What follows belongs to an exercise in optimizing a design on an open flow for small area, a short achievable clock period and few clock cycles per item; a production flow would make more cautious choices.
At most, simulation tests tie the RTL to the original design; equivalence was not proved.
Only the layout flow was run in run 1; the RTL was not checked for function there.
Power figures rest on the tool's default switching activity, not on a simulated workload.

==> flow/design.v, too long to show whole: its modules and the start of the top module <==
// module cla: 1490 lines
// module add_seq_ctrl: 66 lines
module add_seq_ctrl
#(
    parameter int unsigned N     = add_seq_pkg::ADDSEQ_N,
    parameter int unsigned WORDS = add_seq_pkg::ADDSEQ_WORDS
) (
    input  logic             clk,
    input  logic             rst,
    input  logic             in_valid,
    output logic             in_ready,
    input  logic [N*WORDS-1:0] a,
    input  logic [N*WORDS-1:0] b,
    input  logic             cin,
    input  logic             sub,
    output logic             out_valid,
    input  logic             out_ready,
    output logic [N*WORDS-1:0] sum,
    output logic             cout
);
  // ...
==> flow/flow/run.sh <==
#!/bin/bash
# The standard layout (standard.sh), with two changes to how it is made:
#  - ports are buffered with sky130_fd_sc_hd__buf_1 instead of the delay buffer
#    buffer_ports picks by default;
#  - timing repair aims for extra setup slack, so the layout runs faster than
#    the 28 ns the constraints require.
# The constraints (constraint.sdc) are the standard flow's, unchanged. Each tool's log is in
# orfs/logs; this script's own output goes to standard.log.
MARGIN=19
bash standard.sh finish \
  "BUFFER_PORTS_ARGS=-buffer_cell sky130_fd_sc_hd__buf_1" \
  SETUP_SLACK_MARGIN=$MARGIN  "ABC_AREA=1" "DONT_USE_CELLS= sky130_fd_sc_hd__probe_p_8 sky130_fd_sc_hd__probec_p_8 sky130_fd_sc_hd__lpflow_bleeder_1 sky130_fd_sc_hd__lpflow_clkbufkapwr_1 sky130_fd_sc_hd__lpflow_clkbufkapwr_16 sky130_fd_sc_hd__lpflow_clkbufkapwr_2 sky130_fd_sc_hd__lpflow_clkbufkapwr_4 sky130_fd_sc_hd__lpflow_clkbufkapwr_8 sky130_fd_sc_hd__lpflow_clkinvkapwr_1 sky130_fd_sc_hd__lpflow_clkinvkapwr_16 sky130_fd_sc_hd__lpflow_clkinvkapwr_2 sky130_fd_sc_hd__lpflow_clkinvkapwr_4 sky130_fd_sc_hd__lpflow_clkinvkapwr_8 sky130_fd_sc_hd__lpflow_decapkapwr_12 sky130_fd_sc_hd__lpflow_decapkapwr_3 sky130_fd_sc_hd__lpflow_decapkapwr_4 sky130_fd_sc_hd__lpflow_decapkapwr_6 sky130_fd_sc_hd__lpflow_decapkapwr_8 sky130_fd_sc_hd__lpflow_inputiso0n_1 sky130_fd_sc_hd__lpflow_inputiso0p_1 sky130_fd_sc_hd__lpflow_inputiso1n_1 sky130_fd_sc_hd__lpflow_inputiso1p_1 sky130_fd_sc_hd__lpflow_inputisolatch_1 sky130_fd_sc_hd__lpflow_isobufsrc_1 sky130_fd_sc_hd__lpflow_isobufsrc_16 sky130_fd_sc_hd__lpflow_isobufsrc_2 sky130_fd_sc_hd__lpflow_isobufsrc_4 sky130_fd_sc_hd__lpflow_isobufsrc_8 sky130_fd_sc_hd__lpflow_isobufsrckapwr_16 sky130_fd_sc_hd__lpflow_lsbuf_lh_hl_isowell_tap_1 sky130_fd_sc_hd__lpflow_lsbuf_lh_hl_isowell_tap_2 sky130_fd_sc_hd__lpflow_lsbuf_lh_hl_isowell_tap_4 sky130_fd_sc_hd__lpflow_lsbuf_lh_isowell_4 sky130_fd_sc_hd__lpflow_lsbuf_lh_isowell_tap_1 sky130_fd_sc_hd__lpflow_lsbuf_lh_isowell_tap_2 sky130_fd_sc_hd__lpflow_lsbuf_lh_isowell_tap_4  sky130_fd_sc_hd__fa_1 sky130_fd_sc_hd__fa_2 sky130_fd_sc_hd__fa_4" "CORE_UTILIZATION=60" "CTS_CLUSTER_SIZE=24" "CTS_CLUSTER_DIAMETER=90" > standard.log 2>&1
==> flow/standard.sh <==
#!/bin/bash
# synth_recipe.tcl (not shown) runs the flow's synth.tcl, then flattens the netlist and writes it again
# the make line also repeats each setting of config.mk as NAME=value (left out here)
make -C /OpenROAD-flow-scripts/flow DESIGN_CONFIG=/design/flow/config.mk WORK_HOME=/design/flow/orfs CLKGATE_MAP_FILE= SYNTH_SCRIPT=/design/flow/synth_recipe.tcl "${@:-finish}"
==> flow/config.mk <==
export PLATFORM = sky130hd
export DESIGN_NAME = add_seq_ctrl
export DESIGN_NICKNAME = add_seq_ctrl
export VERILOG_FILES = /design/flow/design.v
export SDC_FILE = /design/flow/constraint.sdc
export NUM_CORES = 4
export LEC_CHECK = 0
export CAP_MARGIN = 20
export CORE_MARGIN = 2
export CORE_UTILIZATION = 40
export SLEW_MARGIN = 20
==> flow/constraint.sdc <==
create_clock -name core_clock -period 28.0 [get_ports {clk}]
set_input_delay 5.6000 -clock core_clock [delete_from_list [all_inputs] [get_ports {clk}]]
set_output_delay 5.6000 -clock core_clock [all_outputs]
set_load 0.01 [all_outputs]
==> run notes, run 1 <==
Critical path
The arrival time reported for the critical path endpoint is 9.17 ns. Traced cell by cell, the critical path runs through clkbuf_16 > buf_16 > buf_8 > xnor2_1 > or2_2 > nand2_1 > inv_1 > nand2_1 > nand2_1 > a21oi_1 > nand2_1 > a21oi_1 > nand2_1 > nand2_1 > nand2_1 > a21oi_2 > nand2_2 > nand2_2 > nand2_2 > ha_1 > or2_2 > nor2_1 > nor2_1 > a21oi_1. Among the stages of the critical path, the cell type that occurs most often is sky130_fd_sc_hd__nand2_1.

The register-to-register setup slack is 24.42 ns. The slowest cell on the critical path is sky130_fd_sc_hd__buf_8. In this run the worst setup path terminates at res_q[253].

Placed design
Prior to clock tree synthesis, the placed netlist has a worst setup slack of 16.99 ns. The number of buffers added on ports is 776.

Worst hold path
The startpoint identified for the worst hold timing path is skid_q[255]. The path class of the lowest-slack min-delay path is reg -> reg.

Run status
The flow ran to the end and the layout has no timing, DRC or antenna violations.

CTS
CTS built an H-tree with a depth of 1. The buffer depth of the longest clock path is 3. The clock reaches the later pin of the worst-skew pair after 0.62 ns. The buffer count from post-CTS setup fixing is 0.

The clock buffer count from CTS is 29.

Timing
Setup repair after global routing left no endpoint under its margin. Setup violations remaining at the end of the flow were counted as 0.

Routing
The detailed router put a total of 38,500 um of wire on met1. The total detailed-routing wirelength is 97,300 um. The post-detailed-route wirelength per cell is 16.2 um. The uppermost metal layer occupied by signal nets is met5.

Die
The die boundary height is 236 um. Row generation in the floorplan step produced 85 rows. 777 I/O pins were placed.

Final layout
The fraction of final cell area spent on clock buffers and inverters in this run is 0.0253. The non-clock buffer contribution to total cell area is 0.0885. The layout has 38 clock buffers.

The sequential cell count is 517.

Yosys
The average instance area after synthesis is 7.18 um2. The top flip-flop cell by instance count after synthesis is sky130_fd_sc_hd__edfxtp_1.

Power and ir drop
Total power for the finished layout comes to 0.00233 W. For this design the ratio of total power to cell area is 63.5 mW/mm2. The switching share of power is 0.362.

GRT
In the global route stage, met3 resource usage came out at 0.0771. The routing usage on met1 is 0.399. The via count of the first global-routing pass is 26.9k. The total overflow left after global routing is 0.

Run
The total of max-cap violations is 0.
==> module add_seq_ctrl, before the edit <==
module add_seq_ctrl
#(
    parameter int unsigned N     = add_seq_pkg::ADDSEQ_N,
    parameter int unsigned WORDS = add_seq_pkg::ADDSEQ_WORDS
) (
    input  logic             clk,
    input  logic             rst,
    input  logic             in_valid,
    output logic             in_ready,
    input  logic [N*WORDS-1:0] a,
    input  logic [N*WORDS-1:0] b,
    input  logic             cin,
    input  logic             sub,
    output logic             out_valid,
    input  logic             out_ready,
    output logic [N*WORDS-1:0] sum,
    output logic             cout
);
    localparam int unsigned W = N * WORDS;
    logic         sub_eff;
    logic         c_eff;
    logic [W-1:0] add_sum;
    logic         add_cout;
    assign sub_eff = sub;
    assign c_eff   = sub | cin;
    cla #(.N(W)) u_cla (
        .A    (a),
        .B    (b),
        .Sub  (sub_eff),
        .Cin  (c_eff),
        .Sum  (add_sum),
        .Cout (add_cout)
    );
    logic         out_valid_q;    
    logic         skid_valid_q;   
    logic         in_ready_q;     
    logic [W:0]   res_q;          
    logic [W:0]   skid_q;
    logic accept, load_out;
    assign accept   = in_valid & in_ready_q;
    assign load_out = ~out_valid_q | out_ready;
    always_ff @(posedge clk or posedge rst) begin
        if (rst) begin
            out_valid_q  <= 1'b0;
            skid_valid_q <= 1'b0;
            in_ready_q   <= 1'b1;
        end else begin
            if (load_out) begin
                out_valid_q  <= skid_valid_q | accept;
                skid_valid_q <= 1'b0;
                in_ready_q   <= 1'b1;
            end else if (accept) begin
                skid_valid_q <= 1'b1;
                in_ready_q   <= 1'b0;
            end
        end
    end
    always_ff @(posedge clk) begin
        if (load_out) res_q <= skid_valid_q ? skid_q : {add_cout, add_sum};
        if (!skid_valid_q) skid_q <= {add_cout, add_sum};
    end
    assign in_ready  = in_ready_q;
    assign out_valid = out_valid_q;
    assign sum       = res_q[W-1:0];
    assign cout      = res_q[W];
endmodule
==> run 2: changes to the inputs <==
--- a/flow/design.v
+++ b/flow/design.v
@@ -2,24 +2,23 @@
     localparam int unsigned ADDSEQ_N     = 64;
     localparam int unsigned ADDSEQ_WORDS = 4;
 endpackage
 module cla #(
     parameter int unsigned N = 256
 ) (
     input  logic [N-1:0] A,
     input  logic [N-1:0] B,
-    input  logic         Sub,
     input  logic         Cin,
     output logic [N-1:0] Sum,
     output logic         Cout
 );
     logic [N-1:0] g, p;
-    assign g = Sub ? (A & ~B) : (A & B);
-    assign p = (A ^ B) ^ {N{Sub}};
+    assign g = A & B;
+    assign p = A ^ B;
     logic LG0_0, LP0_0;
     assign LG0_0 = g[0];
     assign LP0_0 = p[0];
     logic LG0_1, LP0_1;
     assign LG0_1 = g[1] | (p[1] & LG0_0);
     assign LP0_1 = p[1] & LP0_0;
     logic LG0_2, LP0_2;
     assign LG0_2 = g[2] | (p[2] & LG0_1);
@@ -1506,26 +1505,25 @@
     input  logic             cin,
     input  logic             sub,
     output logic             out_valid,
     input  logic             out_ready,
     output logic [N*WORDS-1:0] sum,
     output logic             cout
 );
     localparam int unsigned W = N * WORDS;
-    logic         sub_eff;
+    logic [W-1:0] b_eff;
     logic         c_eff;
     logic [W-1:0] add_sum;
     logic         add_cout;
-    assign sub_eff = sub;
-    assign c_eff   = sub | cin;
+    assign b_eff = sub ? ~b : b;
+    assign c_eff = sub | cin;
     cla #(.N(W)) u_cla (
         .A    (a),
-        .B    (b),
-        .Sub  (sub_eff),
+        .B    (b_eff),
         .Cin  (c_eff),
         .Sum  (add_sum),
         .Cout (add_cout)
     );
     logic         out_valid_q;    
     logic         skid_valid_q;   
     logic         in_ready_q;     
     logic [W:0]   res_q;          
==> flow/flow/run.sh (replaced) <==
#!/bin/bash
# The standard layout (standard.sh), with two changes to how it is made:
#  - ports are buffered with sky130_fd_sc_hd__buf_1 instead of the delay buffer
#    buffer_ports picks by default;
#  - timing repair aims for extra setup slack, so the layout runs faster than
#    the 28 ns the constraints require.
# The constraints (constraint.sdc) are the standard flow's, unchanged. Each tool's log is in
# orfs/logs; this script's own output goes to standard.log.
MARGIN=19
bash standard.sh finish \
  "BUFFER_PORTS_ARGS=-buffer_cell sky130_fd_sc_hd__buf_1" \
  SETUP_SLACK_MARGIN=$MARGIN  "DONT_USE_CELLS= sky130_fd_sc_hd__probe_p_8 sky130_fd_sc_hd__probec_p_8 sky130_fd_sc_hd__lpflow_bleeder_1 sky130_fd_sc_hd__lpflow_clkbufkapwr_1 sky130_fd_sc_hd__lpflow_clkbufkapwr_16 sky130_fd_sc_hd__lpflow_clkbufkapwr_2 sky130_fd_sc_hd__lpflow_clkbufkapwr_4 sky130_fd_sc_hd__lpflow_clkbufkapwr_8 sky130_fd_sc_hd__lpflow_clkinvkapwr_1 sky130_fd_sc_hd__lpflow_clkinvkapwr_16 sky130_fd_sc_hd__lpflow_clkinvkapwr_2 sky130_fd_sc_hd__lpflow_clkinvkapwr_4 sky130_fd_sc_hd__lpflow_clkinvkapwr_8 sky130_fd_sc_hd__lpflow_decapkapwr_12 sky130_fd_sc_hd__lpflow_decapkapwr_3 sky130_fd_sc_hd__lpflow_decapkapwr_4 sky130_fd_sc_hd__lpflow_decapkapwr_6 sky130_fd_sc_hd__lpflow_decapkapwr_8 sky130_fd_sc_hd__lpflow_inputiso0n_1 sky130_fd_sc_hd__lpflow_inputiso0p_1 sky130_fd_sc_hd__lpflow_inputiso1n_1 sky130_fd_sc_hd__lpflow_inputiso1p_1 sky130_fd_sc_hd__lpflow_inputisolatch_1 sky130_fd_sc_hd__lpflow_isobufsrc_1 sky130_fd_sc_hd__lpflow_isobufsrc_16 sky130_fd_sc_hd__lpflow_isobufsrc_2 sky130_fd_sc_hd__lpflow_isobufsrc_4 sky130_fd_sc_hd__lpflow_isobufsrc_8 sky130_fd_sc_hd__lpflow_isobufsrckapwr_16 sky130_fd_sc_hd__lpflow_lsbuf_lh_hl_isowell_tap_1 sky130_fd_sc_hd__lpflow_lsbuf_lh_hl_isowell_tap_2 sky130_fd_sc_hd__lpflow_lsbuf_lh_hl_isowell_tap_4 sky130_fd_sc_hd__lpflow_lsbuf_lh_isowell_4 sky130_fd_sc_hd__lpflow_lsbuf_lh_isowell_tap_1 sky130_fd_sc_hd__lpflow_lsbuf_lh_isowell_tap_2 sky130_fd_sc_hd__lpflow_lsbuf_lh_isowell_tap_4  sky130_fd_sc_hd__fa_1 sky130_fd_sc_hd__fa_2 sky130_fd_sc_hd__fa_4" "CORE_UTILIZATION=60" "CTS_CLUSTER_SIZE=24" "CTS_CLUSTER_DIAMETER=90" > standard.log 2>&1
==> run notes, run 2 <==
Timing
The final worst clock skew is 0.0243 ns (was 0.0244 ns). The remaining max-slew budget at the tightest pin is 0.304 (was 0.236). The top achievable clock speed is 106 MHz (was 115 MHz). The time the worst path needs with I/O delays and setup is 9.40 ns (was 8.70 ns). The minimum hold slack is 0.458 ns (was 0.454 ns).

The max-slew violation count is 0 (unchanged). The final worst-path cycle share is 0.336 (was 0.311). The final count of negative-setup-slack endpoints is 0 (unchanged).

Setup repair after global routing missed its margin: yes (was no). The number of hold-slack violations in the final timing report is 0 (unchanged). The final total negative setup slack is 0 ns (unchanged). The transition time of the tightest slew-check pin is 1.04 ns (was 1.15 ns).

Routing
The number of nets still failing antenna checks after routing is 0 (unchanged). The detailed router's first-iteration violation count is 2,132 (was 1,720). The via density per instance is 6.02 (was 4.99). The via total after detailed routing is 26.6k (was 29.9k). The post-detailed-route wirelength per cell came to 24.1 um (was 16.2 um).

The total detailed-routing wirelength is 107,000 um (was 97,300 um). The DRC violations left is 0 (unchanged). The detailed-routing iteration count for the pre-antenna-repair pass is 6 (unchanged).

Final layout
Most used cells in the layout excluding fill and tap cells: sky130_fd_sc_hd__buf_1 (775), sky130_fd_sc_hd__xor2_1 (344), sky130_fd_sc_hd__ha_1 (282) (was sky130_fd_sc_hd__nand2_1 (1,605), sky130_fd_sc_hd__buf_1 (775), sky130_fd_sc_hd__inv_1 (660)). The non-filler instance count after layout is 4,426 (was 5,994). The most common cell after layout, fill and taps aside is sky130_fd_sc_hd__buf_1 (was sky130_fd_sc_hd__nand2_1).

The filler cell count in the final layout came to 3,256 (was 4,919). Biggest registers after layout: res_q: 257 flops, skid_q: 257 flops (unchanged). The post-layout utilization of the core came to 0.786 (was 0.686).

The area growth from synthesis to layout is 29.9% (was 13.5%). The number of nets in the layout came to 4,594 (was 5,833). The share of cells above drive strength 1 is 0.177 (was 0.0645).

Die
The number of core rows is 81 (was 85). The core outline area is 0.0486 mm2 (was 0.0536 mm2). The total die area is 0.0508 mm2 (was 0.0559 mm2). The initial standard-cell utilization of the core was 0.605 (about the same). The number of ports placed on the die boundary is 777 (unchanged). The overall die width is 225 um (was 236 um). The die boundary height is 225 um (was 236 um).

Power and ir drop
The sequential group share of total power is 0.438 (was 0.474). The switching power came to 0.000950 W (was 0.000846 W). The largest voltage drop on the vdd net is 52.7 uV (was 71.1 uV). The switching share of power was 0.358 (was 0.362).

The share of total power in combinational logic is 0.374 (was 0.319). The internal cell power is 0.00171 W (was 0.00149 W). The share of total power in the clock network is 0.188 (was 0.207). The leakage dissipation was 15.5 nW (was 18.3 nW).

The cell area power density was 69.5 mW/mm2 (was 63.5 mW/mm2).

Placed design
The final weighted congestion in routability-driven placement is 0.997 (about the same). The number of buffers added on ports is 776 (unchanged). The half-perimeter wire length after placement is 75,300 um (was 75,500 um).

The number of cells in the design after placement is 4,147 (was 5,910).

CTS
The buffer depth of the longest clock path is 3 (unchanged). The clock slew at the register clock pins of the worst setup and hold paths is 0.09 ns (was 0.10 ns). The clock buffer count from CTS is 29 (unchanged). The insertion delay of the later-clocked pin in the worst-skew pair is 0.62 ns (about the same). The number of H-tree branching levels is 1 (unchanged). The TritonCTS clock tree is done (unchanged). The number of hold buffers added after CTS is 0 (unchanged).

The root buffer selected by CTS is sky130_fd_sc_hd__clkbuf_16 (unchanged). The clock sink count is 517 (unchanged).

Yosys
The count of yosys warnings during synthesis is 1 (unchanged). The number of nets produced by synthesis is 3,663 (was 5,097). Leading cell types by total area after synthesis: sky130_fd_sc_hd__edfxtp_1 (26%), sky130_fd_sc_hd__dfxtp_1 (17%), sky130_fd_sc_hd__ha_1 (14%) (was sky130_fd_sc_hd__edfxtp_1 (24%), sky130_fd_sc_hd__nand2_1 (19%), sky130_fd_sc_hd__dfxtp_1 (16%)).

Most frequent cells after synthesis: sky130_fd_sc_hd__xor2_1 (353), sky130_fd_sc_hd__ha_1 (320), sky130_fd_sc_hd__nand2_1 (259) (was sky130_fd_sc_hd__nand2_1 (1,605), sky130_fd_sc_hd__inv_1 (662), sky130_fd_sc_hd__nor2_1 (427)). The largest area contributor in the netlist is sky130_fd_sc_hd__edfxtp_1 (unchanged). The mapped cell area is 0.0294 mm2 (was 0.0324 mm2). The proportion of netlist area held by the largest area contributor is 0.262 (was 0.238).

The fraction of the yosys area taken by sequential cells was 0.440 (was 0.399). The average instance area after synthesis is 10.4 um2 (was 7.18 um2). The proportion of synthesized flip-flops having asynchronous set or reset is 0.00580 (unchanged). The number of unique standard cell types used by synthesis is 76 (was 55). The dominant cell by count in the synthesized netlist is sky130_fd_sc_hd__xor2_1 (was sky130_fd_sc_hd__nand2_1). The count of flip-flops with a built-in enable after synthesis came to 257 (unchanged).

The top flip-flop cell by instance count after synthesis is sky130_fd_sc_hd__edfxtp_1 (unchanged). The post-synthesis instance total is 2,825 (was 4,515). The number of storage elements in the synthesis netlist came to 517 (unchanged).

Critical path
The arrival time reported for the critical path endpoint is 9.76 ns (was 9.17 ns). The type of the setup path with the least slack was in -> reg (unchanged). The data required time of the worst path is 28.35 ns (was 28.47 ns). The startpoint type of the worst setup path is an input pin (unchanged).

The type of destination of the critical path is a register (unchanged). The maximum fanout count along the critical path is 7 (was 49).

GRT
The all-layer global routing usage came to 0.388 (was 0.331). The global-route congestion overflow total came to 0 (unchanged). The wire length of the first global-routing pass came to 149,000 um (was 144,000 um). The number of antenna violations at the first check in global routing is 31 (was 36). The via count of the first global-routing pass is 25.6k (was 26.9k). The largest net degree at the start of global routing is 214 (was 175).

Worst hold path
The path class of the lowest-slack min-delay path is reg -> reg (unchanged).

Run status
Status: timing/DRC/antenna clean (unchanged).

Run
The total of max-cap violations is 0 (unchanged).
==> run 2: layout make-up <==
type                    instances  area, um2  share of cell area
repair buffers                986       5160               0.135
well taps                     622        778              0.0204
clock buffers                  40        787              0.0206
clock inverters                13        183             0.00478
inverters                      72        273             0.00713
diodes                         26       65.1             0.00170
multi-input cells            2150      18000               0.472
flip-flops and latches        517      12900               0.339
==> run 2: cell families (layout without fill, tap and decap cells) <==
group	Yosys count	in the layout	share of synthesized area
XOR/XNOR	387	387	0.115
AND/OR/NAND/NOR	679	679	0.111
adder cells (fa/ha/maj)	320	320	0.136
AO/OA/AOI/OAI	691	691	0.150
flip-flops	517	517	0.440
multiplexers	73	73	0.0276
buffers and inverters	158	1111	0.0202
other	0	26	0
==> run 2: layer usage <==
metal,GRT usage,vias to the layer above,part of all wire
li1,-,12164,-
met3,0.0948,392,0.087
met5,0,-,0.00063
met1,0.444,12757,0.36
met4,0.278,10,0.079
met2,0.637,1325,0.47
==> run 2: path summary, 6_finish.rpt <==
check,from,to,slack [ns],cells past startpoint
max in group asynchronous,rst,in_ready_q,22.98,2
max,sub,res_q[252],18.60,19
max reg2reg,skid_valid_q,res_q[147],24.64,5
min,skid_q[163],skid_q[163],0.46,2
min reg2reg,skid_q[163],skid_q[163],0.46,2
min in group asynchronous,rst,skid_valid_q,4.81,2
==> run 2: stage by stage <==
step / area (um2) / power (W) / setup WS [ns]
4_1_cts: 36200 / 0.00254 / 18.71
2_1_floorplan: 29900 / 0.00168 / 18.45
3_5_place_dp: 33200 / 0.00198 / 15.84
5_1_grt: 38200 / 0.00278 / 18.49
3_3_place_gp: 33200 / 0.00195 / 16.04
6_report: 38200 / 0.00266 / 18.60
==> run 2: worst max-delay path: stages <==
cell and delay (ns):
sky130_fd_sc_hd__clkbuf_16 0.17, sky130_fd_sc_hd__buf_16 0.18, sky130_fd_sc_hd__buf_12 0.13, sky130_fd_sc_hd__buf_16 0.13, sky130_fd_sc_hd__xor2_2 0.17, sky130_fd_sc_hd__ha_1 0.36, sky130_fd_sc_hd__nand4_1 0.21, sky130_fd_sc_hd__or3_4 0.46
sky130_fd_sc_hd__nor3_4 0.21, sky130_fd_sc_hd__nand3_2 0.12, sky130_fd_sc_hd__nor4_4 0.29, sky130_fd_sc_hd__buf_4 0.19, sky130_fd_sc_hd__o211ai_4 0.11, sky130_fd_sc_hd__a2111oi_4 0.37, sky130_fd_sc_hd__buf_4 0.21, sky130_fd_sc_hd__o2111ai_4 0.16
sky130_fd_sc_hd__nand2b_1 0.12, sky130_fd_sc_hd__ha_2 0.26, sky130_fd_sc_hd__mux2_4 0.27
==> run 2: power groups by stage <==
| stage | Sequential, W | Clock [W] | Combinational [W] |
|---|---|---|---|
| 2_1_floorplan | 0.00121 | 0 | 0.000472 |
| 3_3_place_gp | 0.00117 | 0 | 0.000783 |
| 3_5_place_dp | 0.00117 | 0 | 0.000809 |
| 4_1_cts | 0.00116 | 0.000499 | 0.000881 |
| 5_1_grt | 0.00118 | 0.000524 | 0.00107 |
| 6_report | 0.00116 | 0.000498 | 0.000994 |
==> run 2: what timing repair did <==
item                                    CTS  global route
gates cloned                             15             0
setup buffers                           102            83
pin swaps                               102           200
endpoints found under the setup margin  499           324
resized for setup                       190           302
Testbench counts of run 2, summed over its fixed seeds: cycles 1,288, items 1,280.
==> run 3: changes to the inputs <==
==> flow/flow/run.sh (replaced) <==
#!/bin/bash
# The standard layout (standard.sh) with changes to how it is made; the
# constraints (constraint.sdc) are the standard flow's, unchanged. ORFS keeps each tool's
# log in orfs/logs; this script's own output goes to standard.log.
MARGIN=19
bash standard.sh finish \
  "BUFFER_PORTS_ARGS=-buffer_cell sky130_fd_sc_hd__buf_1" \
  SETUP_SLACK_MARGIN=$MARGIN \
  PRE_RESIZE_TCL=$PWD/flow/pre_resize.tcl  "ABC_AREA=1" "DONT_USE_CELLS= sky130_fd_sc_hd__probe_p_8 sky130_fd_sc_hd__probec_p_8 sky130_fd_sc_hd__lpflow_bleeder_1 sky130_fd_sc_hd__lpflow_clkbufkapwr_1 sky130_fd_sc_hd__lpflow_clkbufkapwr_16 sky130_fd_sc_hd__lpflow_clkbufkapwr_2 sky130_fd_sc_hd__lpflow_clkbufkapwr_4 sky130_fd_sc_hd__lpflow_clkbufkapwr_8 sky130_fd_sc_hd__lpflow_clkinvkapwr_1 sky130_fd_sc_hd__lpflow_clkinvkapwr_16 sky130_fd_sc_hd__lpflow_clkinvkapwr_2 sky130_fd_sc_hd__lpflow_clkinvkapwr_4 sky130_fd_sc_hd__lpflow_clkinvkapwr_8 sky130_fd_sc_hd__lpflow_decapkapwr_12 sky130_fd_sc_hd__lpflow_decapkapwr_3 sky130_fd_sc_hd__lpflow_decapkapwr_4 sky130_fd_sc_hd__lpflow_decapkapwr_6 sky130_fd_sc_hd__lpflow_decapkapwr_8 sky130_fd_sc_hd__lpflow_inputiso0n_1 sky130_fd_sc_hd__lpflow_inputiso0p_1 sky130_fd_sc_hd__lpflow_inputiso1n_1 sky130_fd_sc_hd__lpflow_inputiso1p_1 sky130_fd_sc_hd__lpflow_inputisolatch_1 sky130_fd_sc_hd__lpflow_isobufsrc_1 sky130_fd_sc_hd__lpflow_isobufsrc_16 sky130_fd_sc_hd__lpflow_isobufsrc_2 sky130_fd_sc_hd__lpflow_isobufsrc_4 sky130_fd_sc_hd__lpflow_isobufsrc_8 sky130_fd_sc_hd__lpflow_isobufsrckapwr_16 sky130_fd_sc_hd__lpflow_lsbuf_lh_hl_isowell_tap_1 sky130_fd_sc_hd__lpflow_lsbuf_lh_hl_isowell_tap_2 sky130_fd_sc_hd__lpflow_lsbuf_lh_hl_isowell_tap_4 sky130_fd_sc_hd__lpflow_lsbuf_lh_isowell_4 sky130_fd_sc_hd__lpflow_lsbuf_lh_isowell_tap_1 sky130_fd_sc_hd__lpflow_lsbuf_lh_isowell_tap_2 sky130_fd_sc_hd__lpflow_lsbuf_lh_isowell_tap_4  sky130_fd_sc_hd__fa_1 sky130_fd_sc_hd__fa_2 sky130_fd_sc_hd__fa_4" "CORE_UTILIZATION=60" "CTS_CLUSTER_SIZE=24" "CTS_CLUSTER_DIAMETER=90" > standard.log 2>&1
==> flow/flow/pre_resize.tcl (new file) <==
# Sourced before the placement-stage repair_design: cap the fanout of every net
# so that wide nets (sub, the register enables) are split into buffer trees
# placed near their loads.
set_max_fanout 16 [current_design]
==> run notes, run 3 <==
Yosys
The mapped cell area is 0.0295 mm2 (was 0.0294 mm2). The proportion of netlist area held by the largest area contributor is 0.262 (about the same). The fraction of the yosys area taken by sequential cells is 0.439 (was 0.440). The dominant cell by count in the synthesized netlist is sky130_fd_sc_hd__nand2_1 (was sky130_fd_sc_hd__xor2_1).

Leading cell types by total area after synthesis: sky130_fd_sc_hd__edfxtp_1 (26%), sky130_fd_sc_hd__dfxtp_1 (17%), sky130_fd_sc_hd__ha_1 (14%) (unchanged). The largest area contributor in the netlist is sky130_fd_sc_hd__edfxtp_1 (unchanged). The count of flip-flops with a built-in enable after synthesis came to 257 (unchanged). The count of yosys warnings during synthesis is 1 (unchanged). The number of unique standard cell types used by synthesis is 42 (was 76). The top flip-flop cell by instance count after synthesis is sky130_fd_sc_hd__edfxtp_1 (unchanged). The number of storage elements in the synthesis netlist is 517 (unchanged). The number of nets produced by synthesis is 4,293 (was 3,663). Most frequent cells after synthesis: sky130_fd_sc_hd__nand2_1 (1,032), sky130_fd_sc_hd__xor2_1 (323), sky130_fd_sc_hd__ha_1 (320), sky130_fd_sc_hd__inv_1 (320) (was sky130_fd_sc_hd__xor2_1 (353), sky130_fd_sc_hd__ha_1 (320), sky130_fd_sc_hd__nand2_1 (259)). The average instance area after synthesis is 8.54 um2 (was 10.4 um2). The post-synthesis instance total is 3,455 (was 2,825).

The proportion of synthesized flip-flops having asynchronous set or reset is 0.00580 (unchanged).

Timing
The minimum hold slack is 0.458 ns (about the same). The time the worst path needs with I/O delays and setup is 8.96 ns (was 9.40 ns). The final total negative setup slack is 0 ns (unchanged). The final worst clock skew is 0.0360 ns (was 0.0243 ns). The final worst-path cycle share was 0.320 (was 0.336). The top achievable clock speed came to 112 MHz (was 106 MHz). The number of hold-slack violations in the final timing report came to 0 (unchanged). The transition time of the tightest slew-check pin was 0.979 ns (was 1.04 ns).

The final count of negative-setup-slack endpoints is 0 (unchanged). The max-slew violation count is 0 (unchanged). The remaining max-slew budget at the tightest pin is 0.345 (was 0.304). Setup repair after global routing missed its margin: yes (unchanged).

Final layout
The number of nets in the layout was 5,144 (was 4,594). The most common cell after layout, fill and taps aside is sky130_fd_sc_hd__nand2_1 (was sky130_fd_sc_hd__buf_1). Most used cells in the layout excluding fill and tap cells: sky130_fd_sc_hd__nand2_1 (966), sky130_fd_sc_hd__buf_1 (775), sky130_fd_sc_hd__xor2_1 (317), sky130_fd_sc_hd__inv_1 (317), sky130_fd_sc_hd__ha_1 (304) (was sky130_fd_sc_hd__buf_1 (775), sky130_fd_sc_hd__xor2_1 (344), sky130_fd_sc_hd__ha_1 (282)). The area of all placed cells without fillers is 0.0361 mm2 (was 0.0382 mm2). The share of cells above drive strength 1 came to 0.0751 (was 0.177).

The area growth from synthesis to layout is 22.4% (was 29.9%). Biggest registers after layout: res_q: 257 flops, skid_q: 257 flops (unchanged).

Power and ir drop
The internal cell power is 0.00156 W (was 0.00171 W). The switching share of power came to 0.358 (about the same). The overall power consumption was 0.00243 W (was 0.00266 W).

The sequential group share of total power is 0.466 (was 0.438). The share of total power in the clock network is 0.195 (was 0.188). The cell area power density is 67.3 mW/mm2 (was 69.5 mW/mm2). The leakage dissipation is 16.9 nW (was 15.5 nW). The largest voltage drop on the vdd net was 58.8 uV (was 52.7 uV). The share of total power in combinational logic came to 0.339 (was 0.374). The switching power was 0.000869 W (was 0.000950 W).

Critical path
The launch point of the critical path is sub (unchanged). The data required time of the worst path is 28.32 ns (was 28.35 ns). The largest incremental delay on the critical path was 0.36 ns (was 0.46 ns). The number of cells on the worst reg-to-reg path came to 8 (was 5). The type of destination of the critical path is a register (unchanged). The slowest cell on the critical path is sky130_fd_sc_hd__ha_1 (was sky130_fd_sc_hd__or3_4). The type of the setup path with the least slack is in -> reg (unchanged). The cell that appears most often on the critical path is sky130_fd_sc_hd__buf_12. The startpoint type of the worst setup path is an input pin (unchanged). The arrival time reported for the critical path endpoint was 9.29 ns (was 9.76 ns). The maximum fanout count along the critical path is 8 (was 7). The launch instance of the worst register-to-register path is skid_valid_q (unchanged).

Routing
The via density per instance is 5.23 (was 6.02). The number of nets still failing antenna checks after routing is 0 (unchanged). The detailed router's first-iteration violation count is 1,901 (was 2,132). The post-detailed-route wirelength per cell came to 19.1 um (was 24.1 um). The detailed-routing iteration count for the pre-antenna-repair pass was 5 (was 6). The DRC violations left is 0 (unchanged).

The total detailed-routing wirelength is 96,000 um (was 107,000 um). The via total after detailed routing was 26.2k (was 26.6k).

Die
The total die area was 0.0510 mm2 (was 0.0508 mm2). The die boundary height came to 226 um (was 225 um). The initial standard-cell utilization of the core came to 0.605 (about the same). The overall die width is 226 um (was 225 um). The core outline area was 0.0487 mm2 (was 0.0486 mm2).

The number of core rows came to 81 (unchanged). The number of ports placed on the die boundary was 777 (unchanged).

CTS
The number of H-tree branching levels is 1 (unchanged). The buffer depth of the longest clock path is 3 (unchanged). The clock slew at the register clock pins of the worst setup and hold paths came to 0.09 ns (about the same). The clock buffer count from CTS is 28 (was 29). The root buffer selected by CTS is sky130_fd_sc_hd__clkbuf_16 (unchanged). The insertion delay of the later-clocked pin in the worst-skew pair is 0.62 ns (about the same). The number of hold buffers added after CTS was 0 (unchanged). The TritonCTS clock tree was done (unchanged). The clock sink count is 517 (unchanged).

Worst hold path
The path class of the lowest-slack min-delay path is reg -> reg (unchanged). The number of stages on the worst hold path came to 2 (unchanged). The source of the worst hold timing path is skid_q[87] (was skid_q[163]).

Placed design
The final weighted congestion in routability-driven placement is 0.938 (was 0.997). The placement-stage cell area was 0.0338 mm2 (was 0.0332 mm2). The number of buffers added on ports is 776 (unchanged). The half-perimeter wire length after placement is 76,900 um (was 75,300 um).

GRT
The via count of the first global-routing pass is 24.5k (was 25.6k). The largest net degree at the start of global routing is 26 (was 214). The number of antenna violations at the first check in global routing is 35 (was 31). The global-route congestion overflow total is 0 (unchanged).

The wire length of the first global-routing pass is 139,000 um (was 149,000 um). The all-layer global routing usage was 0.361 (was 0.388).

Run status
Status: timing/DRC/antenna clean (unchanged).

Run
The total of max-cap violations is 0 (unchanged).
-- run 3: cell types whose count changed in the layout (fill, tap and decap cells not counted), sizes merged, moves of 36 or more --
cell,change
nand3,+153
a21o,-59
inv,+250
o21ai,-82
clkdlybuf4s50,+50
buf,-127
mux2,-66
a21oi,-36
nor2,+83
nand2,+814
-- run 3: what timing repair did --
action	CTS	global route
gates cloned	2	0
resized for setup	242	171
setup buffers	22	18
setup endpoints to repair	631	181
pin swaps	25	68
-- run 3: layout make-up --
cell class              count  area [um2]
inverters                 322        1220
well taps                 664         831
repair buffers            907        4370
diodes                     26        65.1
clock inverters            11         138
multi-input cells        2530       15800
clock buffers              41         769
flip-flops and latches    517       12900
fillers                  3877       12700
-- run 3: worst paths after layout --
path                           endpoint  slack (ns)
max                          res_q[197]       19.04
min                          skid_q[87]        0.46
max reg2reg                  res_q[218]       22.09
min reg2reg                  skid_q[87]        0.46
max in group asynchronous    in_ready_q       22.98
min in group asynchronous  skid_valid_q        4.81
-- run 3: layer usage --
metal / track usage / vias up / wire, um
li1: - / 12982 / -
met1: 0.412 / 11906 / 35600
met2: 0.610 / 1038 / 45500
met3: 0.0942 / 285 / 8170
met4: 0.214 / 26 / 6580
met5: 0 / - / 172
-- run 3: through the flow --
stage	worst slack [ns]	instances	utilization
3_3_place_gp	17.01	4819	0.678
6_report	19.04	5018	0.740
5_1_grt	18.88	5011	0.740
4_1_cts	18.98	4974	0.724
3_5_place_dp	11.97	4898	0.694
2_1_floorplan	18.06	3455	-
-- run 3: power by group through the flow --
stage,Sequential (W),Combinational (W),Clock (W)
4_1_cts,0.00113,0.000784,0.000478
5_1_grt,0.00115,0.000917,0.000500
6_report,0.00113,0.000823,0.000474
2_1_floorplan,0.00118,0.000428,0
3_3_place_gp,0.00114,0.000728,0
3_5_place_dp,0.00114,0.000762,0
-- run 3: cells by family (layout without fill, tap and decap cells) --
family	after synthesis	in the layout	synth area share
adder cells (fa/ha/maj)	320	320	0.136
AND/OR/NAND/NOR	1545	1545	0.213
XOR/XNOR	326	326	0.0968
buffers and inverters	408	1281	0.0524
other	0	26	0
flip-flops	517	517	0.439
AO/OA/AOI/OAI	339	339	0.0630
-- run 3: worst max-delay path: cells and delay by family --
| family | cells | cell delay, ns |
|---|---|---|
| buffers and inverters | 10 | 1.25 |
| AND/OR/NAND/NOR | 14 | 1.20 |
| adder cells (fa/ha/maj) | 2 | 0.54 |
| AO/OA/AOI/OAI | 3 | 0.36 |
| XOR/XNOR | 2 | 0.32 |
==> run 4: changes to the inputs <==
==> flow/flow/fanout_tree.tcl (new file) <==
# Rebuilds the buffering of a wide input net as a two-level tree placed near
# its loads. Sourced after global placement, before repair_design.
#   build_port_tree PORT LEAF_CELL GROUP
# collects every load reached from PORT's input buffer through plain buffers,
# removes those buffers, splits the loads by location into groups of at most
# GROUP pins, and drives each group from a LEAF_CELL buffer at its centroid.
proc fot_is_buf { inst } {
  set m [[$inst getMaster] getName]
  return [regexp {__(buf|clkbuf)_[0-9]+$} $m]
}
proc fot_collect { net leavesVar bufsVar } {
  upvar $leavesVar leaves
  upvar $bufsVar bufs
  foreach it [$net getITerms] {
    if { [$it getIoType] ne "INPUT" } { continue }
    set inst [$it getInst]
    if { [fot_is_buf $inst] } {
      lappend bufs $inst
      fot_collect [[$inst findITerm X] getNet] leaves bufs
    } else {
      lappend leaves $it
    }
  }
}
proc fot_xy { it } {
  set inst [$it getInst]
  set bb [$inst getBBox]
  return [list [expr {([$bb xMin] + [$bb xMax]) / 2}] [expr {([$bb yMin] + [$bb yMax]) / 2}]]
}
proc build_port_tree { port leaf_cell group } {
  set block [ord::get_db_block]
  set db [ord::get_db]
  set pnet [[$block findBTerm $port] getNet]
  set ibuf ""
  foreach it [$pnet getITerms] { set ibuf [$it getInst] }
  set onet [[$ibuf findITerm X] getNet]
  set leaves {}
  set bufs {}
  fot_collect $onet leaves bufs
  # move every leaf onto the input buffer's net and drop the old buffers
  foreach it $leaves {
    if { [$it getNet] ne $onet } { $it disconnect; $it connect $onet }
  }
  foreach b $bufs {
    set n [[$b findITerm X] getNet]
    odb::dbInst_destroy $b
    if { $n ne "NULL" && [llength [$n getITerms]] == 0 } { odb::dbNet_destroy $n }
  }
  set n [llength $leaves]
  set ngroups [expr {int(ceil(double($n) / $group))}]
  set ncols [expr {max(1, int(round(sqrt($ngroups))))}]
  # sort by x into columns, then by y inside each column, then chunk
  set pts {}
  foreach it $leaves { lappend pts [concat [list $it] [fot_xy $it]] }
  set pts [lsort -integer -index 1 $pts]
  set percol [expr {int(ceil(double($n) / $ncols))}]
  set master [$db findMaster $leaf_cell]
  set k 0
  for { set c 0 } { $c < $n } { incr c $percol } {
    set col [lsort -integer -index 2 [lrange $pts $c [expr {$c + $percol - 1}]]]
    set m [llength $col]
    set per [expr {int(ceil(double($m) / int(ceil(double($m) / $group))))}]
    for { set g 0 } { $g < $m } { incr g $per } {
      set grp [lrange $col $g [expr {$g + $per - 1}]]
      set sx 0; set sy 0
      foreach p $grp { incr sx [lindex $p 1]; incr sy [lindex $p 2] }
      set cx [expr {$sx / [llength $grp]}]
      set cy [expr {$sy / [llength $grp]}]
      set name "fot_${port}_$k"
      set inst [odb::dbInst_create $block $master $name]
      set net [odb::dbNet_create $block "${name}_net"]
      $inst setLocation $cx $cy
      $inst setPlacementStatus PLACED
      [$inst findITerm A] connect $onet
      [$inst findITerm X] connect $net
      foreach p $grp {
        set it [lindex $p 0]
        $it disconnect
        $it connect $net
      }
      incr k
    }
  }
  # power pins of the new buffers
  foreach i [$block getInsts] {
    if { [string match "fot_${port}_*" [$i getName]] } {
      foreach it [$i getITerms] {
        set t [[$it getMTerm] getSigType]
        if { $t eq "POWER" } { $it connect [$block findNet VDD] }
        if { $t eq "GROUND" } { $it connect [$block findNet VSS] }
      }
    }
  }
  puts "build_port_tree $port: $n loads, removed [llength $bufs] buffers, added $k $leaf_cell"
}
==> flow/flow/pre_resize.tcl (replaced) <==
# Sourced by ORFS after global placement, before repair_design (PRE_RESIZE_TCL).
source [file join [file dirname [info script]] fanout_tree.tcl]
build_port_tree sub sky130_fd_sc_hd__buf_4 16
==> run notes, run 4 <==
Critical path
The type of the setup path with the least slack was in -> reg (unchanged). The register-to-register setup slack is 24.97 ns (was 22.09 ns). The arrival time reported for the critical path endpoint is 9.04 ns (was 9.29 ns). The critical register-to-register path endpoint is res_q[185] (was res_q[218]). The number of cells on the worst reg-to-reg path is 3 (was 8). The startpoint type of the worst setup path is an input pin (unchanged). The type of destination of the critical path is a register (unchanged).

The data required time of the worst path is 28.31 ns (was 28.32 ns). The maximum fanout count along the critical path is 19 (was 8). The launch instance of the worst register-to-register path is skid_valid_q (unchanged).

Worst hold path
The path class of the lowest-slack min-delay path is reg -> reg (unchanged). The source of the worst hold timing path is skid_q[87] (unchanged). The terminating pin of the worst hold path is skid_q[87] (unchanged). The number of stages on the worst hold path is 2 (unchanged).

Final layout
Biggest registers after layout: res_q: 257 flops, skid_q: 257 flops (unchanged). The area of all placed cells without fillers is 0.0343 mm2 (was 0.0361 mm2). Most used cells in the layout excluding fill and tap cells: sky130_fd_sc_hd__nand2_1 (1,031), sky130_fd_sc_hd__buf_1 (775), sky130_fd_sc_hd__xor2_1 (322) (was sky130_fd_sc_hd__nand2_1 (966), sky130_fd_sc_hd__buf_1 (775), sky130_fd_sc_hd__xor2_1 (317), sky130_fd_sc_hd__inv_1 (317), sky130_fd_sc_hd__ha_1 (304)). The share of cells above drive strength 1 is 0.0298 (was 0.0751).

The area growth from synthesis to layout was 16.1% (was 22.4%). The number of nets in the layout was 5,042 (was 5,144). The non-filler instance count after layout was 4,923 (was 5,018). The most common cell after layout, fill and taps aside was sky130_fd_sc_hd__nand2_1 (unchanged).

Yosys
Leading cell types by total area after synthesis: sky130_fd_sc_hd__edfxtp_1 (26%), sky130_fd_sc_hd__dfxtp_1 (17%), sky130_fd_sc_hd__ha_1 (14%) (unchanged). The number of storage elements in the synthesis netlist is 517 (unchanged). The mapped cell area is 0.0295 mm2 (unchanged).

Most frequent cells after synthesis: sky130_fd_sc_hd__nand2_1 (1,032), sky130_fd_sc_hd__xor2_1 (323), sky130_fd_sc_hd__ha_1 (320), sky130_fd_sc_hd__inv_1 (320) (unchanged). The proportion of netlist area held by the largest area contributor is 0.262 (unchanged). The number of nets produced by synthesis is 4,293 (unchanged). The fraction of the yosys area taken by sequential cells is 0.439 (unchanged). The largest area contributor in the netlist is sky130_fd_sc_hd__edfxtp_1 (unchanged). The proportion of synthesized flip-flops having asynchronous set or reset is 0.00580 (unchanged).

The top flip-flop cell by instance count after synthesis was sky130_fd_sc_hd__edfxtp_1 (unchanged). The count of flip-flops with a built-in enable after synthesis came to 257 (unchanged). The average instance area after synthesis was 8.54 um2 (unchanged). The count of yosys warnings during synthesis is 1 (unchanged). The number of unique standard cell types used by synthesis is 42 (unchanged). The dominant cell by count in the synthesized netlist is sky130_fd_sc_hd__nand2_1 (unchanged). The post-synthesis instance total is 3,455 (unchanged).

Routing
The uppermost metal layer occupied by signal nets is met5 (unchanged). The routed length on met2 is 42,800 um (was 45,500 um). The via total after detailed routing is 25.5k (was 26.2k).

The total detailed-routing wirelength is 90,700 um (was 96,000 um). The detailed router's first-iteration violation count came to 1,601 (was 1,901). The DRC violations left is 0 (unchanged). The via density per instance is 5.18 (was 5.23). The post-detailed-route wirelength per cell is 18.4 um (was 19.1 um). The wire length on met3 was 7990 um (was 8170 um). The met1 wire length is 34,400 um (was 35,600 um). The number of nets still failing antenna checks after routing is 0 (unchanged). The detailed-routing iteration count for the pre-antenna-repair pass is 5 (unchanged).

CTS
The clock slew at the register clock pins of the worst setup and hold paths was 0.10 ns (was 0.09 ns). The insertion delay of the later-clocked pin in the worst-skew pair came to 0.61 ns (was 0.62 ns). The number of H-tree branching levels is 1 (unchanged). The buffer depth of the longest clock path is 3 (unchanged). The clock sink count is 517 (unchanged). The root buffer selected by CTS is sky130_fd_sc_hd__clkbuf_16 (unchanged). The clock buffer count from CTS is 28 (unchanged).

The TritonCTS clock tree was done (unchanged).

Placed design
The half-perimeter wire length after placement is 71,300 um (was 76,900 um). The final weighted congestion in routability-driven placement is 0.938 (unchanged). The number of buffers added on ports is 776 (unchanged). The number of cells in the design after placement is 4,835 (was 4,898). The placement-stage cell area came to 0.0331 mm2 (was 0.0338 mm2).

Die
The number of core rows was 81 (unchanged). The initial standard-cell utilization of the core was 0.605 (unchanged). The number of ports placed on the die boundary came to 777 (unchanged). The core outline area came to 0.0487 mm2 (unchanged). The total die area came to 0.0510 mm2 (unchanged).

The die boundary height came to 226 um (unchanged). The overall die width came to 226 um (unchanged).

Timing
The number of hold-slack violations in the final timing report came to 0 (unchanged). The minimum hold slack is 0.456 ns (was 0.458 ns). The transition time of the tightest slew-check pin was 0.973 ns (was 0.979 ns). The max-slew violation count is 0 (unchanged). The remaining max-slew budget at the tightest pin is 0.352 (was 0.345). The final worst clock skew is 0.0216 ns (was 0.0360 ns). The final count of negative-setup-slack endpoints is 0 (unchanged). Setup repair after global routing missed its margin: no (was yes). The final worst-path cycle share was 0.312 (was 0.320).

The time the worst path needs with I/O delays and setup is 8.73 ns (was 8.96 ns). The top achievable clock speed is 115 MHz (was 112 MHz). The final total negative setup slack is 0 ns (unchanged).

Power and ir drop
The largest voltage drop on the vdd net is 50.7 uV (was 58.8 uV). The leakage dissipation is 16.2 nW (was 16.9 nW). The cell area power density came to 69.1 mW/mm2 (was 67.3 mW/mm2).

Run status
Status: timing/DRC/antenna clean (unchanged).

GRT
The via count of the first global-routing pass is 23.8k (was 24.5k). The largest net degree at the start of global routing came to 173 (was 26). The all-layer global routing usage came to 0.345 (was 0.361). The global-route congestion overflow total is 0 (unchanged). The wire length of the first global-routing pass was 133,000 um (was 139,000 um). The number of antenna violations at the first check in global routing is 37 (was 35).

Run
The total of max-cap violations is 0 (unchanged).
run 4: cell counts after synthesis:
Identical to the previous run, type by type.
run 4: area by class of cell:
cell class	instances	area, um2
multi-input cells	2530	15000
fillers	4177	14500
flip-flops and latches	517	12900
repair buffers	785	3030
inverters	322	1220
well taps	664	831
clock buffers	41	791
plain buffers	19	165
clock inverters	10	153
diodes	35	87.6
run 4: where the power goes:
group | leakage, nW | internal, W | switching [W]
Combinational | 11.0 | 0.000254 | 0.000497
Sequential | 4.80 | 0.00106 | 0.0000733
Clock | 0.453 | 0.000221 | 0.000263
Total | 16.2 | 0.00153 | 0.000833
run 4: worst max path at each step:
stage / from / to / slack, ns / cells past startpoint
detailed placement: sub / res_q[165] / 18.19 / 22
floorplan: out_ready / res_q[0] / 18.06 / 2
finish: sub / res_q[165] / 19.27 / 23
CTS: sub / res_q[165] / 19.05 / 22
global placement: sub / res_q[197] / 17.01 / 25
global route: sub / res_q[165] / 19.01 / 25
run 4: critical path, cell delays in order:
cell                       delay, ns
sky130_fd_sc_hd__buf_12         0.23
sky130_fd_sc_hd__buf_6          0.26
sky130_fd_sc_hd__xor2_1         0.16
sky130_fd_sc_hd__ha_1           0.28
sky130_fd_sc_hd__a21oi_1        0.19
sky130_fd_sc_hd__nor2_1         0.09
sky130_fd_sc_hd__o21ai_0        0.16
sky130_fd_sc_hd__nand3b_1       0.11
sky130_fd_sc_hd__nor2_1         0.14
sky130_fd_sc_hd__nand2_1        0.11
sky130_fd_sc_hd__a21oi_1        0.23
sky130_fd_sc_hd__nand2_4        0.14
sky130_fd_sc_hd__nand2_2        0.10
sky130_fd_sc_hd__nand2_4        0.06
sky130_fd_sc_hd__buf_12         0.17
sky130_fd_sc_hd__nand2_1        0.08
sky130_fd_sc_hd__nand2_1        0.10
sky130_fd_sc_hd__nand2_1        0.08
sky130_fd_sc_hd__nand2_1        0.09
sky130_fd_sc_hd__ha_1           0.21
sky130_fd_sc_hd__nor2_1         0.13
sky130_fd_sc_hd__xor2_1         0.16
sky130_fd_sc_hd__o21ai_0        0.11
run 4: through the flow:
step	power (W)	util	setup WS [ns]
floorplan	0.00161	-	18.06
global placement	0.00187	0.678	17.01
detailed placement	0.00188	0.680	18.19
CTS	0.00236	0.699	19.05
global route	0.00251	0.702	19.01
finish	0.00237	0.703	19.27
run 4: per-layer routing:
layer	up-vias	track usage
li1	12791	-
met1	11490	0.397
met2	958	0.567
met3	226	0.0988
met4	16	0.216
met5	-	0
run 4: timing repair:
action,CTS,global route
hold buffers,0,0
pin swaps,0,1
setup buffers,0,2
resized for setup,1,10
endpoints found under the setup margin,24,79
run 4: cells by family (layout without fill, tap and decap cells):
family / count (synthesis) / after routing / synth area share
buffers and inverters: 408 / 1177 / 0.0524
AND/OR/NAND/NOR: 1545 / 1545 / 0.213
flip-flops: 517 / 517 / 0.439
AO/OA/AOI/OAI: 339 / 339 / 0.0630
other: 0 / 35 / 0
adder cells (fa/ha/maj): 320 / 320 / 0.136
XOR/XNOR: 326 / 326 / 0.0968
==> run 5: changes to the inputs <==
--- a/flow/flow/run.sh
+++ b/flow/flow/run.sh
@@ -3,5 +3,5 @@
 # constraints (constraint.sdc) are the standard flow's, unchanged. ORFS keeps each tool's
 # log in orfs/logs; this script's own output goes to standard.log.
-MARGIN=19
+MARGIN=19.5
 bash standard.sh finish \
   "BUFFER_PORTS_ARGS=-buffer_cell sky130_fd_sc_hd__buf_1" \
==> run notes, run 5 <==
Placed design
The number of cells in the design after placement was 4,835 (unchanged). The number of buffers added on ports is 776 (unchanged). The half-perimeter wire length after placement came to 72,200 um (was 71,300 um). The final weighted congestion in routability-driven placement was 0.948 (was 0.938).

Die
The initial standard-cell utilization of the core is 0.605 (unchanged). The number of ports placed on the die boundary is 777 (unchanged). The number of core rows is 81 (unchanged). The overall die width was 226 um (unchanged). The die boundary height is 226 um (unchanged). The core outline area was 0.0487 mm2 (unchanged). The total die area came to 0.0510 mm2 (unchanged).

Power and ir drop
The overall power consumption is 0.00238 W (was 0.00237 W). The leakage dissipation came to 16.5 nW (was 16.2 nW). The largest voltage drop on the vdd net is 68.6 uV (was 50.7 uV). The cell area power density is 67.6 mW/mm2 (was 69.1 mW/mm2).

Final layout
The non-filler instance count after layout is 4,939 (was 4,923). The most common cell after layout, fill and taps aside is sky130_fd_sc_hd__nand2_1 (unchanged). The share of cells above drive strength 1 is 0.0691 (was 0.0298). The post-layout utilization of the core is 0.723 (was 0.703). The number of nets in the layout was 5,073 (was 5,042).

Biggest registers after layout: res_q: 257 flops, skid_q: 257 flops (unchanged). The area growth from synthesis to layout is 19.5% (was 16.1%). Most used cells in the layout excluding fill and tap cells: sky130_fd_sc_hd__nand2_1 (991), sky130_fd_sc_hd__buf_1 (775), sky130_fd_sc_hd__xor2_1 (320) (was sky130_fd_sc_hd__nand2_1 (1,031), sky130_fd_sc_hd__buf_1 (775), sky130_fd_sc_hd__xor2_1 (322)).

Timing
The top achievable clock speed is 120 MHz (was 115 MHz). The remaining max-slew budget at the tightest pin is 0.284 (was 0.352). The max-slew violation count was 0 (unchanged).

The final worst-path cycle share came to 0.298 (was 0.312). The final total negative setup slack came to 0 ns (unchanged). The minimum hold slack is 0.452 ns (was 0.456 ns). The number of hold-slack violations in the final timing report was 0 (unchanged). Setup repair after global routing missed its margin: yes (was no). The final worst clock skew was 0.0241 ns (was 0.0216 ns). The final count of negative-setup-slack endpoints is 0 (unchanged). The time the worst path needs with I/O delays and setup is 8.36 ns (was 8.73 ns). The transition time of the tightest slew-check pin is 1.07 ns (was 0.973 ns).

GRT
The via count of the first global-routing pass is 23.6k (was 23.8k). The global-route congestion overflow total came to 0 (unchanged). The number of antenna violations at the first check in global routing is 28 (was 37). The wire length of the first global-routing pass came to 134,000 um (was 133,000 um). The largest net degree at the start of global routing is 180 (was 173).

The all-layer global routing usage came to 0.348 (was 0.345).

Yosys
The post-synthesis instance total was 3,455 (unchanged). The proportion of netlist area held by the largest area contributor is 0.262 (unchanged). The mapped cell area is 0.0295 mm2 (unchanged).

The average instance area after synthesis was 8.54 um2 (unchanged). The number of storage elements in the synthesis netlist is 517 (unchanged). Most frequent cells after synthesis: sky130_fd_sc_hd__nand2_1 (1,032), sky130_fd_sc_hd__xor2_1 (323), sky130_fd_sc_hd__ha_1 (320), sky130_fd_sc_hd__inv_1 (320) (unchanged). The number of unique standard cell types used by synthesis is 42 (unchanged). The largest area contributor in the netlist is sky130_fd_sc_hd__edfxtp_1 (unchanged). The number of nets produced by synthesis came to 4,293 (unchanged). The dominant cell by count in the synthesized netlist is sky130_fd_sc_hd__nand2_1 (unchanged).

The fraction of the yosys area taken by sequential cells is 0.439 (unchanged). The top flip-flop cell by instance count after synthesis is sky130_fd_sc_hd__edfxtp_1 (unchanged). The count of yosys warnings during synthesis was 1 (unchanged). Leading cell types by total area after synthesis: sky130_fd_sc_hd__edfxtp_1 (26%), sky130_fd_sc_hd__dfxtp_1 (17%), sky130_fd_sc_hd__ha_1 (14%) (unchanged). The count of flip-flops with a built-in enable after synthesis was 257 (unchanged). The proportion of synthesized flip-flops having asynchronous set or reset came to 0.00580 (unchanged).

Critical path
The type of destination of the critical path is a register (unchanged). The type of the setup path with the least slack is in -> reg (unchanged). The largest incremental delay on the critical path is 0.33 ns (was 0.28 ns). The data required time of the worst path came to 28.31 ns (about the same). The number of cells on the worst reg-to-reg path came to 4 (was 3).

The critical register-to-register path endpoint is res_q[256] (was res_q[185]). The arrival time reported for the critical path endpoint was 8.67 ns (was 9.04 ns). The register-to-register setup slack came to 24.57 ns (was 24.97 ns).

The most frequent cell on the critical path is sky130_fd_sc_hd__nand2_2 (was sky130_fd_sc_hd__nand2_1). The launch instance of the worst register-to-register path is skid_valid_q (unchanged). Cell chain of the critical path: clkbuf_16 > buf_16 > xor2_2 > ha_1 > a21oi_2 > nor2_1 > nor2_2 > nor2_1 > nor2_1 > nand3_2 > a21oi_4 > nand2_8 > nand2_8 > nand2_8 > nand2_2 > nand2_2 > nand2_2 > nand2_2 > ha_4 > nor2_2 > xor2_1 > o21ai_1 (was buf_12 > buf_6 > xor2_1 > ha_1 > a21oi_1 > nor2_1 > o21ai_0 > nand3b_1 > nor2_1 > nand2_1 > a21oi_1 > nand2_4 > nand2_2 > nand2_4 > buf_12 > nand2_1 > nand2_1 > nand2_1 > nand2_1 > ha_1 > nor2_1 > xor2_1 > o21ai_0). The startpoint type of the worst setup path is an input pin (unchanged). The slowest cell on the critical path is sky130_fd_sc_hd__ha_1 (unchanged).

The maximum fanout count along the critical path was 15 (was 19).

CTS
The root buffer selected by CTS is sky130_fd_sc_hd__clkbuf_16 (unchanged). The number of H-tree branching levels is 1 (unchanged). The clock slew at the register clock pins of the worst setup and hold paths is 0.10 ns (about the same). The clock sink count is 517 (unchanged). The number of hold buffers added after CTS is 0 (unchanged).

The TritonCTS clock tree is done (unchanged). The insertion delay of the later-clocked pin in the worst-skew pair is 0.60 ns (was 0.61 ns). The clock buffer count from CTS is 27 (was 28). The buffer depth of the longest clock path is 3 (unchanged).

Worst hold path
The path class of the lowest-slack min-delay path was reg -> reg (unchanged). The source of the worst hold timing path is skid_q[227] (was skid_q[87]). The terminating pin of the worst hold path is skid_q[227] (was skid_q[87]).

The number of stages on the worst hold path came to 2 (unchanged).

Routing
The post-detailed-route wirelength per cell is 18.9 um (was 18.4 um). The DRC violations left is 0 (unchanged). The detailed-routing iteration count for the pre-antenna-repair pass is 6 (was 5).

The via total after detailed routing is 25.8k (was 25.5k). The detailed router's first-iteration violation count is 1,725 (was 1,601). The number of nets still failing antenna checks after routing is 0 (unchanged).

The via density per instance is 5.23 (was 5.18). The total detailed-routing wirelength is 93,600 um (was 90,700 um).

Run
The total of max-cap violations is 0 (unchanged).

Run status
Status: timing/DRC/antenna clean (unchanged).
-- run 5: cell count changes in the layout (fill, tap and decap cells not counted), sizes merged --
cell / before / now
buf: 804 / 832
bufinv: 2 / 1
clkbuf: 41 / 44
clkinv: 4 / 3
diode: 35 / 21
inv: 324 / 323
nand2: 1073 / 1075
-- run 5: what timing repair did --
action,in CTS,in global routing
resized for setup,31,106
pin swaps,1,45
endpoints found under the setup margin,346,227
cloned,1,4
setup buffers,0,29
-- run 5: how the worst max path moves through the flow --
stage / slack (ns) / to / start
2_1_floorplan: 18.06 / res_q[0] / out_ready
3_3_place_gp: 17.06 / res_q[157] / sub
3_5_place_dp: 18.21 / res_q[245] / sub
4_1_cts: 19.47 / res_q[245] / sub
5_1_grt: 19.44 / res_q[157] / sub
6_report: 19.64 / res_q[149] / sub
-- run 5: kinds of logic (layout without fill, tap and decap cells) --
kind of cell | Yosys count | count (layout) | share of synthesized area
AND/OR/NAND/NOR | 1545 | 1547 | 0.213
XOR/XNOR | 326 | 326 | 0.0968
adder cells (fa/ha/maj) | 320 | 320 | 0.136
flip-flops | 517 | 517 | 0.439
other | 0 | 21 | 0
AO/OA/AOI/OAI | 339 | 339 | 0.0630
buffers and inverters | 408 | 1205 | 0.0524
-- run 5: layer usage --
metal | global-route usage | part of all wire | up-vias
met1 | 0.413 | 0.38 | 11786
met2 | 0.578 | 0.47 | 932
met5 | 0 | 0.0012 | -
met4 | 0.201 | 0.069 | 18
li1 | - | - | 12857
met3 | 0.0835 | 0.083 | 248
-- run 5: layout make-up --
| type | count | area (um2) |
|---|---|---|
| antenna | 21 | 52.6 |
| buffer | 19 | 319 |
| clock buffer | 42 | 763 |
| clock inverter | 7 | 92.6 |
| fill | 4088 | 13500 |
| inverter | 322 | 1220 |
| multi-input combinational | 2532 | 15800 |
| sequential | 517 | 12900 |
| tap | 664 | 831 |
| timing repair buffer | 815 | 3290 |
-- run 5: stage by stage --
stage	area, um2	worst slack (ns)
6_report	35300	19.64
5_1_grt	35200	19.44
4_1_cts	34500	19.47
3_5_place_dp	33500	18.21
3_3_place_gp	33400	17.06
2_1_floorplan	30100	18.06
-- run 5: where the power goes --
group	total, W	internal [W]	switching (W)
logic	0.000790	0.000276	0.000514
clock network	0.000457	0.000203	0.000254
registers	0.00114	0.00106	0.0000781
-- run 5: critical path: cells and delay by family --
kind,cells,cell delay (ns)
xor+xnor,2,0.38
buf+inv,2,0.36
fa+ha+maj,2,0.50
compound gates,3,0.46
simple gates,13,1.34
==> run 6: changes to the inputs <==
--- a/flow/flow/run.sh
+++ b/flow/flow/run.sh
@@ -3,5 +3,5 @@
 # constraints (constraint.sdc) are the standard flow's, unchanged. ORFS keeps each tool's
 # log in orfs/logs; this script's own output goes to standard.log.
-MARGIN=19.5
+MARGIN=20
 bash standard.sh finish \
   "BUFFER_PORTS_ARGS=-buffer_cell sky130_fd_sc_hd__buf_1" \
==> run notes, run 6 <==
Critical path
The critical register-to-register path endpoint is res_q[3] (was res_q[256]). The startpoint type of the worst setup path is an input pin (unchanged). The type of destination of the critical path is a register (unchanged). The type of the setup path with the least slack is in -> reg (unchanged). The endpoint of the most critical setup path is res_q[197] (was res_q[149]).

The register-to-register setup slack was 25.01 ns (was 24.57 ns). The arrival time reported for the critical path endpoint was 8.75 ns (was 8.67 ns). The launch point of the critical path is sub (unchanged).

Timing
The final count of negative-setup-slack endpoints is 0 (unchanged). The top achievable clock speed is 119 MHz (was 120 MHz). The remaining max-slew budget at the tightest pin came to 0.286 (was 0.284). The max-slew violation count is 0 (unchanged). The final worst-path cycle share is 0.301 (was 0.298). The final total negative setup slack is 0 ns (unchanged). The time the worst path needs with I/O delays and setup was 8.42 ns (was 8.36 ns).

GRT
The via count of the first global-routing pass was 26.4k (was 23.6k). The largest net degree at the start of global routing was 191 (was 180). The number of antenna violations at the first check in global routing was 39 (was 28). The global-route congestion overflow total is 0 (unchanged).

Yosys
The post-synthesis instance total is 3,455 (unchanged). The proportion of synthesized flip-flops having asynchronous set or reset is 0.00580 (unchanged). The count of yosys warnings during synthesis was 1 (unchanged). The mapped cell area is 0.0295 mm2 (unchanged). Leading cell types by total area after synthesis: sky130_fd_sc_hd__edfxtp_1 (26%), sky130_fd_sc_hd__dfxtp_1 (17%), sky130_fd_sc_hd__ha_1 (14%) (unchanged). The proportion of netlist area held by the largest area contributor is 0.262 (unchanged). The fraction of the yosys area taken by sequential cells came to 0.439 (unchanged).

Final layout
Biggest registers after layout: res_q: 257 flops, skid_q: 257 flops (unchanged). The share of cells above drive strength 1 is 0.263 (was 0.0691). The area growth from synthesis to layout is 40.2% (was 19.5%).

The post-layout utilization of the core is 0.848 (was 0.723).

Power and ir drop
The leakage dissipation is 19.1 nW (was 16.5 nW). The largest voltage drop on the vdd net is 52.8 uV (was 68.6 uV). The cell area power density was 66.3 mW/mm2 (was 67.6 mW/mm2).

Run
The total of max-cap violations is 0 (unchanged).

Run status
Status: timing/DRC/antenna clean (unchanged).

Placed design
The final weighted congestion in routability-driven placement is 0.977 (was 0.948). The number of buffers added on ports is 776 (unchanged). The half-perimeter wire length after placement was 73,300 um (was 72,200 um).

Die
The initial standard-cell utilization of the core is 0.605 (unchanged). The overall die width was 226 um (unchanged). The total die area is 0.0510 mm2 (unchanged).

CTS
The buffer depth of the longest clock path is 3 (unchanged). The clock slew at the register clock pins of the worst setup and hold paths came to 0.10 ns (about the same). The number of hold buffers added after CTS is 0 (unchanged).

The insertion delay of the later-clocked pin in the worst-skew pair came to 0.62 ns (was 0.60 ns).

Worst hold path
The path class of the lowest-slack min-delay path is reg -> reg (unchanged).

Routing
The post-detailed-route wirelength per cell is 20.5 um (was 18.9 um). The via total after detailed routing is 28.3k (was 25.8k). The detailed router's first-iteration violation count is 2,091 (was 1,725).
-- run 6: metal layers --
metal  up-vias  wire length [um]  GRT usage
met5         -               136          0
met4        22              8680      0.273
met3       412              9110      0.107
met2      1307             50400      0.633
met1     13252             37800      0.421
li1      13313                 -          -
-- run 6: kinds of logic after synthesis --
logic type	synth area share
buf+inv	0.0524
xor+xnor	0.0968
compound gates	0.0630
flops	0.439
fa+ha+maj	0.136
simple gates	0.213
-- run 6: worst min-delay path by stage --
stage / slack (ns) / end / cells past startpoint / startpoint
after detailed placement: 0.43 / skid_q[28] / 2 / skid_q[28]
after CTS: 0.45 / skid_q[68] / 2 / skid_q[68]
final: 0.45 / skid_q[155] / 2 / skid_q[155]
after floorplan: 0.41 / skid_q[198] / 2 / skid_q[198]
after global placement: 0.42 / skid_q[68] / 2 / skid_q[68]
after global routing: 0.47 / skid_q[104] / 2 / skid_q[104]
-- run 6: critical path: stages --
cell	delay, ns
sky130_fd_sc_hd__clkbuf_16	0.20
sky130_fd_sc_hd__buf_12	0.19
sky130_fd_sc_hd__xor2_1	0.18
sky130_fd_sc_hd__ha_1	0.34
sky130_fd_sc_hd__nand2_1	0.12
sky130_fd_sc_hd__nor3_2	0.06
sky130_fd_sc_hd__buf_4	0.13
sky130_fd_sc_hd__buf_4	0.13
sky130_fd_sc_hd__a21oi_1	0.18
sky130_fd_sc_hd__nand3_2	0.12
sky130_fd_sc_hd__nand2_1	0.09
sky130_fd_sc_hd__nand2_1	0.07
sky130_fd_sc_hd__nand2_1	0.11
sky130_fd_sc_hd__nand2_4	0.10
sky130_fd_sc_hd__nand2_4	0.09
sky130_fd_sc_hd__nand2_8	0.09
sky130_fd_sc_hd__buf_4	0.16
sky130_fd_sc_hd__inv_1	0.08
sky130_fd_sc_hd__nand2_4	0.07
sky130_fd_sc_hd__nand2_4	0.06
sky130_fd_sc_hd__nand2_4	0.07
sky130_fd_sc_hd__ha_4	0.16
sky130_fd_sc_hd__nor2_2	0.08
sky130_fd_sc_hd__xor2_1	0.16
sky130_fd_sc_hd__o21ai_1	0.09
-- run 6: repair_timing --
action / CTS / global route
resized for setup: 432 / 491
setup buffers: 149 / 95
setup endpoints to repair: 478 / 433
gates cloned: 8 / 2
pin swaps: 310 / 238
-- run 6: where the power goes --
| part | leakage, nW | switching (W) | internal [W] |
|---|---|---|---|
| clock network | 0.491 | 0.000282 | 0.000225 |
| registers | 4.80 | 0.0000806 | 0.00106 |
| logic | 13.8 | 0.000659 | 0.000435 |
| total | 19.1 | 0.00102 | 0.00172 |
-- run 6: layout make-up --
class,count,area [um2],area share
Clock inverter,14,159,0.00384
Multi-Input combinational cell,2532,19400,0.470
Clock buffer,42,858,0.0208
Sequential cell,517,12900,0.313
Buffer,19,323,0.00780
Tap cell,664,831,0.0201
Timing Repair Buffer,1034,5510,0.133
Inverter,322,1220,0.0296
Antenna cell,31,77.6,0.00188
-- run 6: through the flow --
step | total power, W | cells | cell area (um2)
4_1_cts | 0.00258 | 5047 | 38700
3_3_place_gp | 0.00194 | 4819 | 34500
3_5_place_dp | 0.00196 | 4834 | 34600
2_1_floorplan | 0.00168 | 3455 | 31200
5_1_grt | 0.00287 | 5170 | 41300
6_report | 0.00274 | 5175 | 41400

static timing again, ports no longer ideal:
Ports are ideal in the flow. The routed layouts listed here were re-timed in OpenROAD.
Step 1, drivers: a clkbuf_16 drives clk and a buf_2 each remaining input, both assumed.
Step 2 times the ports against the registers' clock, not the clock port: input delays grow and output delays shrink by t, the midpoint of the rising clock arrivals with the driver on.
Slacks: ideal / step 1 / step 2; pairs: ideal / step 1.
run	t (ns)	slack for setup (ns)	hold slack, ns
run 1	0.673	19.305 / 19.130 / 18.456	0.454 / 0.454 / 0.454
run 2	0.669	18.596 / 18.459 / 17.791	0.458 / 0.458 / 0.458
run 3	0.665	19.036 / 19.056 / 18.391	0.458 / 0.458 / 0.458
run 4	0.661	19.271 / 19.269 / 18.608	0.456 / 0.456 / 0.456
run 5	0.649	19.644 / 19.438 / 18.790	0.452 / 0.452 / 0.452
run 6	0.680	19.578 / 19.334 / 18.654	0.453 / 0.453 / 0.453
After both steps every run listed still meets setup and hold. The setup slack of run 6, which loses most, moves by -0.244 ns with the drivers and by -0.924 ns with both steps.
